Source: an optimization exercise on an open RTL-to-GDS flow (aim: small area, a short achievable clock period and few clock cycles per item). Production flows keep margins and buffers that such runs may drop.
Only simulation tests tie the RTL to the original design; equivalence was not proved.
Power and IR drop assume default switching activity.

// axi4_lite_regfile
module axi4_lite_regfile #(
  parameter int ADDRESS_WIDTH = 32,
  parameter int DATA_WIDTH    = 32,
  parameter int DATA_DEPTH    = 32,
  parameter logic [ADDRESS_WIDTH-1:0] BASE_ADDR = '0
) (
  input  logic                       ACLK,
  input  logic                       ARESET,
  input  logic [ADDRESS_WIDTH-1:0]   S_AXI_AWADDR,
  input  logic                       S_AXI_AWVALID,
  output logic                       S_AXI_AWREADY,
  input  logic [DATA_WIDTH-1:0]      S_AXI_WDATA,
  input  logic [DATA_WIDTH/8-1:0]    S_AXI_WSTRB,
  input  logic                       S_AXI_WVALID,
  output logic                       S_AXI_WREADY,
  output logic [1:0]                 S_AXI_BRESP,
  output logic                       S_AXI_BVALID,
  input  logic                       S_AXI_BREADY,
  input  logic [ADDRESS_WIDTH-1:0]   S_AXI_ARADDR,
  input  logic                       S_AXI_ARVALID,
  output logic                       S_AXI_ARREADY,
  output logic [DATA_WIDTH-1:0]      S_AXI_RDATA,
  output logic [1:0]                 S_AXI_RRESP,
  output logic                       S_AXI_RVALID,
  input  logic                       S_AXI_RREADY
);
  localparam int STRB_W     = DATA_WIDTH / 8;
  localparam int BYTE_SHIFT = $clog2(STRB_W);
  localparam int IDX_W      = $clog2(DATA_DEPTH);
  localparam logic [ADDRESS_WIDTH-1:0] DEPTH_A = ADDRESS_WIDTH'(DATA_DEPTH);
  function automatic logic addr_in_range(input logic [ADDRESS_WIDTH-1:0] addr);
    logic [ADDRESS_WIDTH:0] off;
    off = {1'b0, addr} - {1'b0, BASE_ADDR};
    addr_in_range = !off[ADDRESS_WIDTH] && ((off[ADDRESS_WIDTH-1:0] >> BYTE_SHIFT) < DEPTH_A);
  endfunction
  function automatic logic [IDX_W-1:0] addr_index(input logic [ADDRESS_WIDTH-1:0] addr);
    logic [ADDRESS_WIDTH-1:0] word;
    word = (addr - BASE_ADDR) >> BYTE_SHIFT;
    addr_index = word[IDX_W-1:0];
  endfunction
  logic [DATA_WIDTH-1:0] r_mem [DATA_DEPTH];
  logic              w_room;
  logic              w_join;
  logic              w_join_ok;
  logic              w_commit;
  logic [IDX_W-1:0]  w_wr_idx;
  logic              w_wr_ok;
  ...
clock: 5.0 ns
lec_check: 0
abc_clock_period_in_ps: 2500
cap_margin: 20
core_margin: 2
core_utilization: 40
setup_slack_margin: 3.0
slew_margin: 20
run.sh (not shown) runs the stock make flow with config.mk's settings and CLKGATE_MAP_FILE= SYNTH_SCRIPT=/design/flow/synth_recipe.tcl, a recipe that flattens the netlist after the stock synthesis.
Testbench counts at the start, summed over its fixed seeds: cycles 4,345, items 8,000.
Edit:
Settings changed: ABC_CLOCK_PERIOD_IN_PS 2500 to default, SETUP_SLACK_MARGIN 3.0 to default.
The changed run ran to the end with no violations. Flip-flop and latch count is unchanged. Maximum frequency goes down by 29%. Final cell count goes down by 7.8%. Cell area drops by 15%. Setup slack got worse by 1100 ps.

* * *

axi4_lite_regfile, a different RTL version from the one above (not shown whole).
Size in the first run: roughly 4000 cells after synthesis, roughly 1200 flip-flops, ~150 I/O pins, ~50000 sq um of cells after synthesis.
Settings: LEC_CHECK=0, ABC_CLOCK_PERIOD_IN_PS=2500, CAP_MARGIN=20, CORE_MARGIN=2, CORE_UTILIZATION=65, CTS_CLUSTER_DIAMETER=100, CTS_CLUSTER_SIZE=25, SETUP_SLACK_MARGIN=2.8, SLEW_MARGIN=20, SYNTH_HIERARCHICAL=1; clock period 5.0 ns.
Testbench counts at the start, summed over its fixed seeds: cycles 4,345, items 8,000.
Edit:
CORE_UTILIZATION = 75   (was 65)
SETUP_SLACK_MARGIN = 3.0   (was 2.8)
Effect: The new run produced a clean layout. Sequential power came out higher by about 3%. First-iteration DRC count came out higher by 17%. Synthesized cell count does not change. Global-route usage came out higher by 7.1 points. Clock-buffer cell count came out lower by 1. Worst hold slack gets better by 0.099 ns.
Edit:
CORE_UTILIZATION = 40   (was 75)
SETUP_SLACK_MARGIN = 2.7   (was 3.0)
After rerunning: Worst hold slack gets worse by 0.11 ns; global-route usage decreases by 24 points; cell count climbs by 16%; via count went down by 6.9%; sequential share of layout area goes down by 0.32 points; non-clock buffer count shrinks by 11; design area went up by 0.51%; fmax is lower by 5.6%; area after synthesis stays the same.
Edit:
CORE_UTILIZATION = 65   (was 40)
=> Power falls by about 2%. Wire length decreases by 3.6%. Count of clock-buffer cells in the layout is higher by 1.
Edit:
CTS_CLUSTER_SIZE = 28   (was 25)
SETUP_SLACK_MARGIN = 2.9   (was 2.7)
Clock power decreases by about 4%.
Count of clock-buffer cells in the layout came out lower by 5.
Maximum frequency increases by 4.2%.
Wire length hardly moves.
Final cell count climbs by 0.78%.
Global-route usage climbs by 0.22 points.
Setup slack improves by 0.095 ns.
Design area increases by 1.5%.
Power is about the same.
Die area is unchanged.

## re-timing with driven ports
Ports are ideal in the flow. The routed layouts listed here were re-timed in OpenROAD.
Step 1 assumes that a clkbuf_16 drives the clock port and a buf_2 every other input.
Step 2 times the ports against the registers' clock, not the clock port: input delays grow and output delays shrink by t, the midpoint of the rising clock arrivals with the driver on.
a / b / c = ideal ports / drivers / drivers and shift; a / b = the first two.
run	shift t [ns]	setup WS [ns]	latest minus earliest clock arrival (ns)	pins driven straight from the clock port
the first run of note 1	0.803	2.332 / 2.332 / 1.938	0.047 / 0.047	1
the second run of note 1	0.778	1.246 / 1.246 / 1.246	0.031 / 0.031	1
the first run of note 2	0.734	2.697 / 2.626 / 2.161	0.038 / 0.038	1
the second run of note 2	0.732	2.717 / 2.647 / 2.258	0.030 / 0.030	1
the third run of note 2	0.779	2.582 / 2.571 / 2.059	0.034 / 0.034	1
the fourth run of note 2	0.720	2.645 / 2.642 / 2.051	0.037 / 0.037	1
the fifth run of note 2	0.714	2.740 / 2.668 / 2.263	0.038 / 0.038	1
After both steps setup and hold are still met in every run listed. The setup slack of the fourth run of note 2, which loses most, moves by -0.003 ns with the drivers and by -0.594 ns with both steps.
